Context: an optimization exercise on an open-source flow, tuned for small area and a short achievable clock period. The choices shown serve that exercise and are no tape-out recipe. The RTL was checked by simulation tests, not by an equivalence proof against the original design. Power is estimated from default activity; no workload was simulated.

==> inputs of wip/harbor <==
## bit_manipulation_unit
module bit_manipulation_unit (
  input  logic              clk,
  input  logic              rst_n,
  input  logic              valid_in,
  input  bmu_pkg::bmu_op_t  op,
  input  logic              csr_ren,
  input  logic [xlen-1:0]   csr_rddata,
  input  logic [xlen-1:0]   a,
  input  logic [xlen-1:0]   b,
  output logic [xlen-1:0]   result,
  output logic              result_valid,
  output logic              error
);
  localparam logic [3:0] T_A    = 4'b1100;
  localparam logic [3:0] T_X    = 4'b1010;
  localparam logic [3:0] T_AND  = 4'b1000;
  localparam logic [3:0] T_ANDN = 4'b0100;
  localparam logic [3:0] T_OR   = 4'b1110;
  localparam logic [3:0] T_XOR  = 4'b0110;
  localparam logic [3:0] T_ORN  = 4'b1101;
  localparam logic [3:0] T_XNOR = 4'b1001;
  logic [shamt_w-1:0] s;
  logic               nc;
  logic               rev8, orcb;
  logic               shn, bitop;
  logic [xlen-1:0]    rot;
  logic [xlen-1:0]    cs;
  logic               lt;
  logic               adder_sel;
  logic [xlen-1:0]    lout;
  logic [19:0]        tt;
  logic [cnt_w-1:0]   low;
  logic [xlen-1:0]    mid;
  logic [3:0]         nzb;
  logic               fill;
  logic               mm_a, mm_b;
  ...
clock: 7.0 ns
lec_check: 0
cap_margin: 20
core_margin: 2
core_utilization: 30
slew_margin: 20
standard.sh (not shown) runs the stock make flow with config.mk's settings and CLKGATE_MAP_FILE= SYNTH_SCRIPT=/design/flow/synth_recipe.tcl, a recipe that flattens the netlist after the stock synthesis.
==> flow/flow/run.sh <==
#!/bin/bash
# Own layout flow: the standard flow (standard.sh) with
#  - synthesis kept hierarchical per module until the final flatten, and the
#    ABC mapping script replaced by flow/area.abc (area-oriented mapping, no
#    blanket upsizing; timing is left to the repair steps); everything else in
#    synth_recipe.tcl unchanged
#  - plain buf_2 port buffers instead of delay cells
#  - timing repair aimed at a setup slack margin up to CTS, and no second
#    repair pass after global routing
# Each step's full output goes to log_<step>.txt in this folder.
set -euo pipefail
HERE=$(pwd)
cat > "$HERE/own_synth.tcl" <<TCL
# replace the -script of ORFS's abc call, then run the standard flow's synthesis as is
proc abc {args} {
  set i [lsearch -exact \$args -script]
  if {\$i >= 0} { lset args [expr {\$i + 1}] $HERE/flow/area.abc }
  yosys abc {*}\$args
}
source $HERE/synth_recipe.tcl
TCL
ARGS=(
  "SYNTH_SCRIPT=$HERE/own_synth.tcl"
  "SYNTH_HIERARCHICAL=1"
  "SYNTH_MINIMUM_KEEP_SIZE=0"
  "BUFFER_PORTS_ARGS=-buffer_cell sky130_fd_sc_hd__buf_2"
  "SETUP_SLACK_MARGIN=2.7"
  "SKIP_INCREMENTAL_REPAIR=1"
)
for step in synth floorplan place cts route finish; do
  bash standard.sh "${ARGS[@]}" "$step" > "log_$step.txt" 2>&1
done
==> flow/flow/area.abc <==
&get -n
&st
&dch
&nf -R 1000
&put
topo
stime -c
==> wip/sierra: changes against wip/harbor <==
--- a/flow/design.v
+++ b/flow/design.v
@@ -46,12 +46,11 @@
   input  logic            sh1,
   input  logic            sh2,
   input  logic            sh3,
   input  logic [xlen-1:0] b,
   input  logic            sub,
-  input  logic            asel,     
-  output logic [xlen-1:0] cs        
+  output logic [xlen-1:0] sum
 );
   logic g1, g2, q2, g3, q3, g4, q4, g5, q5, g6, q6, g7, q7, g8, q8, g9, q9, g10, q10, g11, q11, g12, q12, g13, q13, g14, q14, g15, q15, g16, q16, g17, g18, q18, g19, q19, g20, q20, g21, q21, g22, q22, g23, q23, g24, q24, g25, q25, g26, q26, g27, q27, g28, q28, g29, q29, g30, q30, g31, q31, g32, g33, g34, q34, g35, q35, g36, q36, g37, q37, g38, q38, g39, q39, g40, q40, g41, q41, g42, q42, g43, q43, g44, q44, g45, q45, g46, g47, g48, g49, g50, q50, g51, q51, g52, q52, g53, q53, g54, q54, g55, q55, g56, q56, g57, q57, g58, g59, g60, g61, g62, g63, g64, g65, g66, g67, g68, g69, g70, g71, g72, g73, g74, g75, g76, g77, g78, g79, g80;
   logic [xlen-1:0] x, y, p;
   assign x = ({xlen{~zba}}  & a) |
              ({xlen{sh1}} & {a[xlen-2:0], 1'b0}) |
@@ -186,11 +185,11 @@
   assign g76 = (x[21] & y[21]) | (p[21] & g60);
   assign g77 = (x[23] & y[23]) | (p[23] & g61);
   assign g78 = (x[25] & y[25]) | (p[25] & g62);
   assign g79 = (x[27] & y[27]) | (p[27] & g63);
   assign g80 = (x[29] & y[29]) | (p[29] & g64);
-  assign cs = {xlen{asel}} & {g65, g80, g64, g79, g63, g78, g62, g77, g61, g76, g60, g75, g59, g74, g58, g73, g49, g72, g48, g71, g47, g70, g46, g69, g33, g68, g32, g67, g17, g66, g1, sub};
+  assign sum = p ^ {g65, g80, g64, g79, g63, g78, g62, g77, g61, g76, g60, g75, g59, g74, g58, g73, g49, g72, g48, g71, g47, g70, g46, g69, g33, g68, g32, g67, g17, g66, g1, sub};
 endmodule
 module bmu_compare (
   input  logic [xlen-1:0] a,
   input  logic [xlen-1:0] b,
   input  logic            unsign,
@@ -278,28 +277,23 @@
   input  logic               ror,
   input  logic               bext,
   input  logic               pack,
   input  logic               packh,
   input  logic               grev,
-  input  logic               sh1,      
-  input  logic               sh2,
-  input  logic               sh3,
-  input  logic               zba,
   output logic [xlen-1:0]    rot
 );
   logic [shamt_w-1:0] ns;
   logic [shamt_w-1:0] amt;
   logic [3:0]         swap16;
   logic [xlen-1:0]    r1, r2, r4, r8;
   assign ns  = ~s + 5'd1;
   assign amt = ({shamt_w{sll | rol}} & s) |
                ({shamt_w{srl | sra | ror | bext}} & ns) |
-               {pack, packh | grev, 1'b0,
-                zba & (sh2 | sh3), zba & (sh1 | sh3)};
+               {pack, packh | grev, 3'b0};
   assign swap16 = {amt[4] | grev, amt[4], amt[4] | grev, amt[4]};
-  assign r1 = amt[0] ? {a[xlen-2:0],  a[xlen-1] & ~zba}          : a;
-  assign r2 = amt[1] ? {r1[xlen-3:0], r1[xlen-1-:2] & {2{~zba}}} : r1;
+  assign r1 = amt[0] ? {a[xlen-2:0],  a[xlen-1]}      : a;
+  assign r2 = amt[1] ? {r1[xlen-3:0], r1[xlen-1-:2]}  : r1;
   assign r4 = amt[2] ? {r2[xlen-5:0], r2[xlen-1-:4]}  : r2;
   assign r8 = amt[3] ? {r4[xlen-9:0], r4[xlen-1-:8]}  : r4;
   always_comb begin
     for (int k = 0; k < 4; k++) begin
       rot[8*k +: 8] = swap16[k] ? r8[8*((k+2)%4) +: 8] : r8[8*k +: 8];
@@ -522,11 +516,11 @@
   logic [shamt_w-1:0] s;
   logic               nc;
   logic               rev8, orcb;
   logic               shn, bitop;
   logic [xlen-1:0]    rot;
-  logic [xlen-1:0]    cs;
+  logic [xlen-1:0]    sum;
   logic               lt;
   logic               adder_sel;
   logic [xlen-1:0]    lout;
   logic [19:0]        tt;
   logic [cnt_w-1:0]   low;
@@ -553,26 +547,21 @@
     .ror    (op.ror),
     .bext   (op.bext),
     .pack   (op.pack),
     .packh  (op.packh),
     .grev   (op.grev),
-    .sh1    (op.sh1add),
-    .sh2    (op.sh2add),
-    .sh3    (op.sh3add),
-    .zba    (op.zba),
     .rot    (rot)
   );
   bmu_adder u_adder (
     .a      (a),
     .zba    (op.zba),
     .sh1    (op.sh1add),
     .sh2    (op.sh2add),
     .sh3    (op.sh3add),
     .b      (b),
     .sub    (op.sub),
-    .asel   (adder_sel),
-    .cs     (cs)
+    .sum    (sum)
   );
   bmu_compare u_compare (
     .a      (a),
     .b      (b),
     .unsign (op.unsign),
@@ -607,13 +596,11 @@
            ({4{op.sra}}            & {1'b1, fill, 1'b0, fill}) |
            ({4{op.rol | op.ror | rev8}} & T_A) |
            ({4{op.bset}}           & T_OR)   |
            ({4{op.bclr}}           & T_ANDN) |
            ({4{op.binv}}           & T_XOR)  |
-           ({4{op.min | op.max}}   & 4'b1000) |
-           ({4{adder_sel & ~op.sub}} & T_XOR) |
-           ({4{adder_sel &  op.sub}} & T_XNOR);
+           ({4{op.min | op.max}}   & 4'b1000);
     for (int r = 0; r < 5; r++) begin
       tt[4*r +: 4] = tcom;
       if (r == 0) tt[4*r +: 4] |= {4{op.bext}} & T_A;
       if (r <= 1) tt[4*r +: 4] |= {4{op.sext_b}} & T_A;
       else        tt[4*r +: 4] |= {4{op.sext_b & a[7]}};
@@ -646,11 +633,12 @@
   );
   assign csr_sel = valid_in & csr_ren & (op == '0);
   assign err_d = (csr_ren & (op != '0)) |
                  (~op.zba & shn) |
                  (op.zba & op.sub);
-  assign mid = (lout ^ cs) | {{(xlen-1){1'b0}}, nc & op.slt & lt};
+  assign mid = lout | ({xlen{adder_sel}} & sum) |
+               {{(xlen-1){1'b0}}, nc & op.slt & lt};
   assign result_d = {mid[xlen-1:cnt_w], low};
   always_ff @(posedge clk or negedge rst_n) begin
     if (!rst_n) begin
       result       <= '0;
       error        <= 1'b0;
==> flow/run.sh (new file) <==
#!/bin/bash
# synth_recipe.tcl (not shown) runs the flow's synth.tcl, then flattens the netlist and writes it again
# the make line also repeats each setting of config.mk as NAME=value (left out here)
make -C /OpenROAD-flow-scripts/flow DESIGN_CONFIG=/design/flow/config.mk WORK_HOME=/design/flow/orfs CLKGATE_MAP_FILE= SYNTH_SCRIPT=/design/flow/synth_recipe.tcl finish
- SETUP_SLACK_MARGIN: default -> 2.5
- SYNTH_HIERARCHICAL: default -> 1
- SYNTH_MINIMUM_KEEP_SIZE: default -> 0
removed: flow/flow/run.sh
removed: flow/flow/area.abc
removed: flow/standard.sh
==> wip/quartz: changes against wip/harbor <==
--- a/flow/design.v
+++ b/flow/design.v
@@ -46,12 +46,11 @@
   input  logic            sh1,
   input  logic            sh2,
   input  logic            sh3,
   input  logic [xlen-1:0] b,
   input  logic            sub,
-  input  logic            asel,     
-  output logic [xlen-1:0] cs        
+  output logic [xlen-1:0] sum
 );
   logic g1, g2, q2, g3, q3, g4, q4, g5, q5, g6, q6, g7, q7, g8, q8, g9, q9, g10, q10, g11, q11, g12, q12, g13, q13, g14, q14, g15, q15, g16, q16, g17, g18, q18, g19, q19, g20, q20, g21, q21, g22, q22, g23, q23, g24, q24, g25, q25, g26, q26, g27, q27, g28, q28, g29, q29, g30, q30, g31, q31, g32, g33, g34, q34, g35, q35, g36, q36, g37, q37, g38, q38, g39, q39, g40, q40, g41, q41, g42, q42, g43, q43, g44, q44, g45, q45, g46, g47, g48, g49, g50, q50, g51, q51, g52, q52, g53, q53, g54, q54, g55, q55, g56, q56, g57, q57, g58, g59, g60, g61, g62, g63, g64, g65, g66, g67, g68, g69, g70, g71, g72, g73, g74, g75, g76, g77, g78, g79, g80;
   logic [xlen-1:0] x, y, p;
   assign x = ({xlen{~zba}}  & a) |
              ({xlen{sh1}} & {a[xlen-2:0], 1'b0}) |
@@ -186,21 +185,17 @@
   assign g76 = (x[21] & y[21]) | (p[21] & g60);
   assign g77 = (x[23] & y[23]) | (p[23] & g61);
   assign g78 = (x[25] & y[25]) | (p[25] & g62);
   assign g79 = (x[27] & y[27]) | (p[27] & g63);
   assign g80 = (x[29] & y[29]) | (p[29] & g64);
-  assign cs = {xlen{asel}} & {g65, g80, g64, g79, g63, g78, g62, g77, g61, g76, g60, g75, g59, g74, g58, g73, g49, g72, g48, g71, g47, g70, g46, g69, g33, g68, g32, g67, g17, g66, g1, sub};
+  assign sum = p ^ {g65, g80, g64, g79, g63, g78, g62, g77, g61, g76, g60, g75, g59, g74, g58, g73, g49, g72, g48, g71, g47, g70, g46, g69, g33, g68, g32, g67, g17, g66, g1, sub};
 endmodule
 module bmu_compare (
   input  logic [xlen-1:0] a,
   input  logic [xlen-1:0] b,
   input  logic            unsign,
-  input  logic            min,      
-  input  logic            max,
-  output logic            lt,
-  output logic            mm_a,     
-  output logic            mm_b      
+  output logic            lt
 );
   logic cg1, cg2, cp2, cg3, cg4, cp4, cg5, cp5, cg6, cp6, cg7, cg8, cp8, cg9, cp9, cg10, cp10, cg11, cp11, cg12, cp12, cg13, cp13, cg14, cp14, cg15, cg16, cp16, cg17, cp17, cg18, cp18, cg19, cp19, cg20, cp20, cg21, cp21, cg22, cp22, cg23, cp23, cg24, cp24, cg25, cp25, cg26, cp26, cg27, cp27, cg28, cp28, cg29, cp29, cg30, cp30, cg31;
   logic [xlen-1:0] p, g;
   assign p = a | ~b;
   assign g = a & ~b;
@@ -261,12 +256,10 @@
   assign cg30 = cg29 | (cp29 & cg22);
   assign cp30 = cp29 & cp22;
   assign cg31 = cg30 | (cp30 & cg15);
   assign lt = ~(unsign ? (g[xlen-1] | (p[xlen-1] & cg31)) :
                         ((~a[xlen-1] & b[xlen-1]) | ((~a[xlen-1] | b[xlen-1]) & cg31)));
-  assign mm_a = (min & lt) | (max & ~lt);
-  assign mm_b = (min & ~lt) | (max & lt);
 endmodule
 `timescale 1ns/100ps
 import bmu_pkg::*;
 module bmu_shifter (
   input  logic [xlen-1:0]    a,
@@ -278,28 +271,23 @@
   input  logic               ror,
   input  logic               bext,
   input  logic               pack,
   input  logic               packh,
   input  logic               grev,
-  input  logic               sh1,      
-  input  logic               sh2,
-  input  logic               sh3,
-  input  logic               zba,
   output logic [xlen-1:0]    rot
 );
   logic [shamt_w-1:0] ns;
   logic [shamt_w-1:0] amt;
   logic [3:0]         swap16;
   logic [xlen-1:0]    r1, r2, r4, r8;
   assign ns  = ~s + 5'd1;
   assign amt = ({shamt_w{sll | rol}} & s) |
                ({shamt_w{srl | sra | ror | bext}} & ns) |
-               {pack, packh | grev, 1'b0,
-                zba & (sh2 | sh3), zba & (sh1 | sh3)};
+               {pack, packh | grev, 3'b0};
   assign swap16 = {amt[4] | grev, amt[4], amt[4] | grev, amt[4]};
-  assign r1 = amt[0] ? {a[xlen-2:0],  a[xlen-1] & ~zba}          : a;
-  assign r2 = amt[1] ? {r1[xlen-3:0], r1[xlen-1-:2] & {2{~zba}}} : r1;
+  assign r1 = amt[0] ? {a[xlen-2:0],  a[xlen-1]}      : a;
+  assign r2 = amt[1] ? {r1[xlen-3:0], r1[xlen-1-:2]}  : r1;
   assign r4 = amt[2] ? {r2[xlen-5:0], r2[xlen-1-:4]}  : r2;
   assign r8 = amt[3] ? {r4[xlen-9:0], r4[xlen-1-:8]}  : r4;
   always_comb begin
     for (int k = 0; k < 4; k++) begin
       rot[8*k +: 8] = swap16[k] ? r8[8*((k+2)%4) +: 8] : r8[8*k +: 8];
@@ -441,20 +429,16 @@
 import bmu_pkg::*;
 module bmu_bitlogic (
   input  logic [xlen-1:0]    rot,
   input  logic [xlen-1:0]    b,
   input  logic [xlen-1:0]    csr_rddata,
-  input  logic [xlen-1:0]    q,         
-  input  logic               idle,
   input  logic               csr_ren,
   input  logic               sll,
   input  logic               srl_sra,
   input  logic               bitop,     
   input  logic               packu,
-  input  logic [19:0]        tt,
-  input  logic               mm_a,      
-  input  logic               mm_b,        
+  input  logic [19:0]        tt,        
   output logic [xlen-1:0]    lout
 );
   logic [shamt_w-1:0] s;
   logic [xlen-1:0]    therm;      
   logic [xlen-1:0]    tx;
@@ -474,13 +458,11 @@
       end
     end
   end
   always_comb begin
     for (int i = 0; i < xlen; i++) begin
-      if (idle) begin
-        x[i] = q[i];
-      end else if (csr_ren) begin
+      if (csr_ren) begin
         x[i] = csr_rddata[i];
       end else if (sll | srl_sra | bitop) begin
         x[i] = tx[i];
       end else if (packu & (i < 16)) begin
         x[i] = b[(i + 16) % xlen];
@@ -490,11 +472,11 @@
     end
   end
   for (genvar i = 0; i < xlen; i++) begin : g_bit
     localparam int r = (i == 0) ? 0 : (i < 8) ? 1 : i / 8 + 1;
     logic [3:0] t;
-    assign t       = tt[4*r +: 4] | {1'b0, mm_a, mm_b, 1'b0};
+    assign t       = tt[4*r +: 4];
     assign lout[i] = rot[i] ? (x[i] ? t[3] : t[2]) : (x[i] ? t[1] : t[0]);
   end
 endmodule
 `timescale 1ns/100ps
 import bmu_pkg::*;
@@ -522,25 +504,25 @@
   logic [shamt_w-1:0] s;
   logic               nc;
   logic               rev8, orcb;
   logic               shn, bitop;
   logic [xlen-1:0]    rot;
-  logic [xlen-1:0]    cs;
+  logic [xlen-1:0]    sum;
   logic               lt;
   logic               adder_sel;
   logic [xlen-1:0]    lout;
   logic [19:0]        tt;
   logic [cnt_w-1:0]   low;
   logic [xlen-1:0]    mid;
   logic [3:0]         nzb;
-  logic               fill;
+  logic               sel_a, fill;
   logic               mm_a, mm_b;
   logic               csr_sel;
   logic               err_d;
   logic [xlen-1:0]    result_d;
   assign s  = b[shamt_w-1:0];
-  assign nc = valid_in & ~csr_ren;
+  assign nc = ~csr_ren;
   assign rev8 = op.grev & (s == 5'd24);
   assign orcb = op.gorc & (s == 5'd7);
   assign shn   = op.sh1add | op.sh2add | op.sh3add;
   assign bitop = op.bset | op.bclr | op.binv;
   bmu_shifter u_shifter (
@@ -553,36 +535,27 @@
     .ror    (op.ror),
     .bext   (op.bext),
     .pack   (op.pack),
     .packh  (op.packh),
     .grev   (op.grev),
-    .sh1    (op.sh1add),
-    .sh2    (op.sh2add),
-    .sh3    (op.sh3add),
-    .zba    (op.zba),
     .rot    (rot)
   );
   bmu_adder u_adder (
     .a      (a),
     .zba    (op.zba),
     .sh1    (op.sh1add),
     .sh2    (op.sh2add),
     .sh3    (op.sh3add),
     .b      (b),
     .sub    (op.sub),
-    .asel   (adder_sel),
-    .cs     (cs)
+    .sum    (sum)
   );
   bmu_compare u_compare (
     .a      (a),
     .b      (b),
     .unsign (op.unsign),
-    .min    (nc & op.min),
-    .max    (nc & op.max),
-    .lt     (lt),
-    .mm_a   (mm_a),
-    .mm_b   (mm_b)
+    .lt     (lt)
   );
   assign adder_sel = nc & (op.add | (op.zba & ~op.sub) |
                            (op.sub & ~op.zba & ~op.slt & ~op.min & ~op.max));
   bmu_bitcount u_bitcount (
     .a     (a),
@@ -591,10 +564,11 @@
     .cpop  (nc & op.cpop),
     .oth   (mid[cnt_w-1:0]),
     .res   (low),
     .nzb   (nzb)
   );
+  assign sel_a = op.min ? lt : ~lt;
   assign fill  = a[xlen-1];
   always_comb begin
     logic [3:0] tcom;
     tcom = ({4{op.land & ~op.zbb}} & T_AND)  |
            ({4{op.lor  & ~op.zbb}} & T_OR)   |
@@ -606,14 +580,11 @@
            ({4{op.srl}}            & T_AND)  |
            ({4{op.sra}}            & {1'b1, fill, 1'b0, fill}) |
            ({4{op.rol | op.ror | rev8}} & T_A) |
            ({4{op.bset}}           & T_OR)   |
            ({4{op.bclr}}           & T_ANDN) |
-           ({4{op.binv}}           & T_XOR)  |
-           ({4{op.min | op.max}}   & 4'b1000) |
-           ({4{adder_sel & ~op.sub}} & T_XOR) |
-           ({4{adder_sel &  op.sub}} & T_XNOR);
+           ({4{op.binv}}           & T_XOR);
     for (int r = 0; r < 5; r++) begin
       tt[4*r +: 4] = tcom;
       if (r == 0) tt[4*r +: 4] |= {4{op.bext}} & T_A;
       if (r <= 1) tt[4*r +: 4] |= {4{op.sext_b}} & T_A;
       else        tt[4*r +: 4] |= {4{op.sext_b & a[7]}};
@@ -623,44 +594,44 @@
       else        tt[4*r +: 4] |= {4{op.pack | op.packu}} & T_A;
       if (r <= 1) tt[4*r +: 4] |= {4{op.packh}} & T_X;
       if (r == 2) tt[4*r +: 4] |= {4{op.packh}} & T_A;
       tt[4*r +: 4] |= {4{orcb & nzb[(r == 0) ? 0 : r - 1]}};
       tt[4*r +: 4] &= {4{nc}};
-      tt[4*r +: 4] |= {4{csr_sel | ~valid_in}} & T_X;
+      tt[4*r +: 4] |= {4{csr_sel}} & T_X;
     end
   end
   bmu_bitlogic u_bitlogic (
     .rot        (rot),
     .b          (b),
     .csr_rddata (csr_rddata),
-    .q          (result),
-    .idle       (~valid_in),
     .csr_ren    (csr_ren),
     .sll        (op.sll),
     .srl_sra    (op.srl | op.sra),
     .bitop      (bitop),
     .packu      (op.packu),
     .tt         (tt),
-    .mm_a       (mm_a),
-    .mm_b       (mm_b),
     .lout       (lout)
   );
-  assign csr_sel = valid_in & csr_ren & (op == '0);
+  assign csr_sel = csr_ren & (op == '0);
   assign err_d = (csr_ren & (op != '0)) |
                  (~op.zba & shn) |
                  (op.zba & op.sub);
-  assign mid = (lout ^ cs) | {{(xlen-1){1'b0}}, nc & op.slt & lt};
+  assign mm_a = nc & (op.min | op.max) & sel_a;
+  assign mm_b = nc & (op.min | op.max) & ~sel_a;
+  assign mid = lout | ({xlen{adder_sel}} & sum) |
+               ({xlen{mm_a}} & a) | ({xlen{mm_b}} & b) |
+               {{(xlen-1){1'b0}}, nc & op.slt & lt};
   assign result_d = {mid[xlen-1:cnt_w], low};
   always_ff @(posedge clk or negedge rst_n) begin
     if (!rst_n) begin
       result       <= '0;
       error        <= 1'b0;
       result_valid <= 1'b0;
     end else begin
       result_valid <= valid_in;
-      result <= result_d;
       if (valid_in) begin
+        result <= result_d;
         error  <= err_d;
       end
     end
   end
 endmodule
==> flow/flow/run.sh (replaced) <==
#!/bin/bash
# Own layout flow: the standard flow (standard.sh) with
#  - synthesis kept hierarchical per module until the final flatten, and the
#    ABC mapping script replaced by flow/area.abc (delay mapping with area
#    recovery, no blanket upsizing); everything else in synth_recipe.tcl unchanged
#  - plain buf_2 port buffers instead of delay cells
#  - timing repair aimed at a setup slack margin up to CTS, and no second
#    repair pass after global routing
# Each step's full output goes to log_<step>.txt in this folder.
set -euo pipefail
HERE=$(pwd)
cat > "$HERE/own_synth.tcl" <<TCL
# replace the -script of ORFS's abc call, then run the standard flow's synthesis as is
proc abc {args} {
  set i [lsearch -exact \$args -script]
  if {\$i >= 0} { lset args [expr {\$i + 1}] $HERE/flow/area.abc }
  yosys abc {*}\$args
}
source $HERE/synth_recipe.tcl
TCL
ARGS=(
  "SYNTH_SCRIPT=$HERE/own_synth.tcl"
  "SYNTH_HIERARCHICAL=1"
  "SYNTH_MINIMUM_KEEP_SIZE=0"
  "BUFFER_PORTS_ARGS=-buffer_cell sky130_fd_sc_hd__buf_2"
  "SETUP_SLACK_MARGIN=2.5"
  "SKIP_INCREMENTAL_REPAIR=1"
)
for step in synth floorplan place cts route finish; do
  bash standard.sh "${ARGS[@]}" "$step" > "log_$step.txt" 2>&1
done
==> summary.txt <==
|  | wip/sierra | wip/quartz | wip/harbor |
|---|---|---|---|
| Run status | no timing/DRC/antenna violations | no timing/DRC/antenna violations | no timing/DRC/antenna violations |
| Time the worst path needs with I/O delays and setup | 4520 ps | 4870 ps | 4420 ps |
| Met2 WL | 24.4 mm | 20.8 mm | 21.4 mm |
| Number of instances in the synthesized netlist | 1452 | 1338 | 1386 |
| Worst Hold End | error | result[5] | error |
| Wire length after detailed routing | 56.9 mm | 48.4 mm | 49.3 mm |
| Total number of vias | 13.6k | 12.5k | 12.5k |
| Detailed-router iteration count before antenna repair | 7 | 9 | 9 |
| Synthesized-area fraction occupied by and/or/nand/nor cells | 17.1% | 20.3% | 22.8% |
| Combinational Power | 1.99 mW | 1.66 mW | 1.66 mW |
| Synth Area in XOR/XNOR | 7.80% | 8.36% | 9.61% |
| Multi-input combinational cell area | 0.0104 mm² | 0.00914 mm² | 0.00916 mm² |
| Max-slew headroom | 23.5% | 39.5% | 10.0% |
| Die area | 0.0398 mm² | 0.0347 mm² | 0.0340 mm² |
| Total power per unit cell area | 174 mW/mm² | 183 mW/mm² | 186 mW/mm² |
| Inverters, non-clock | 111 | 67 | 59 |
| Worst hold path startpoint | error | result[5] | error |
| Max Clk Rate | 221 MHz | 205 MHz | 226 MHz |
| Non-clk buf share | 16.6% | 10.5% | 9.89% |
| Mapped cell area | 0.0115 mm² | 0.00995 mm² | 0.00975 mm² |
| Largest net degree at the start of global routing | 40 | 65 | 71 |
| Share of synthesized cell area in full adder, half adder and majority cells | 8.75% | 9.30% | 6.42% |
| Fraction of power spent switching nets | 49.1% | 49.1% | 49.7% |
| Clock buffer count in the final layout | 6 | 5 | 6 |
| GR Layer Usage met2 | 42.7% | 42.3% | 44.7% |
| Global routing usage summed across all routing layers | 27.5% | 27.4% | 28.5% |

re-timing with driven ports:
Ports are ideal in the flow. The routed layouts listed here were re-timed in OpenROAD. Step 1 sets driving cells, clkbuf_16 on the clock port and buf_2 on the other inputs (assumed; they add their load-dependent delay and slew). Step 2 times the ports against the registers' clock, not the clock port: input delays grow and output delays shrink by t, the midpoint of the rising clock arrivals with the driver on. a / b / c = no drivers / after step 1 / after step 2; a / b = the first two.
| run | shift t [ns] | setup slack, ns | hold WS [ns] | clock arrival spread, ns |
|---|---|---|---|---|
| wip/harbor | 0.347 | 2.585 / 2.601 / 2.254 | 0.554 / 0.554 / 0.554 | 0.022 / 0.022 |
| wip/sierra | 0.345 | 2.477 / 2.492 / 2.147 | 0.531 / 0.531 / 0.531 | 0.008 / 0.008 |
| wip/quartz | 0.335 | 2.128 / 2.137 / 1.802 | 0.493 / 0.493 / 0.493 | 0.016 / 0.016 |
After both steps setup and hold are still met in every run listed. For wip/harbor, which loses most, drivers alone change the setup slack by +0.016 ns; drivers and shift together by -0.331 ns.
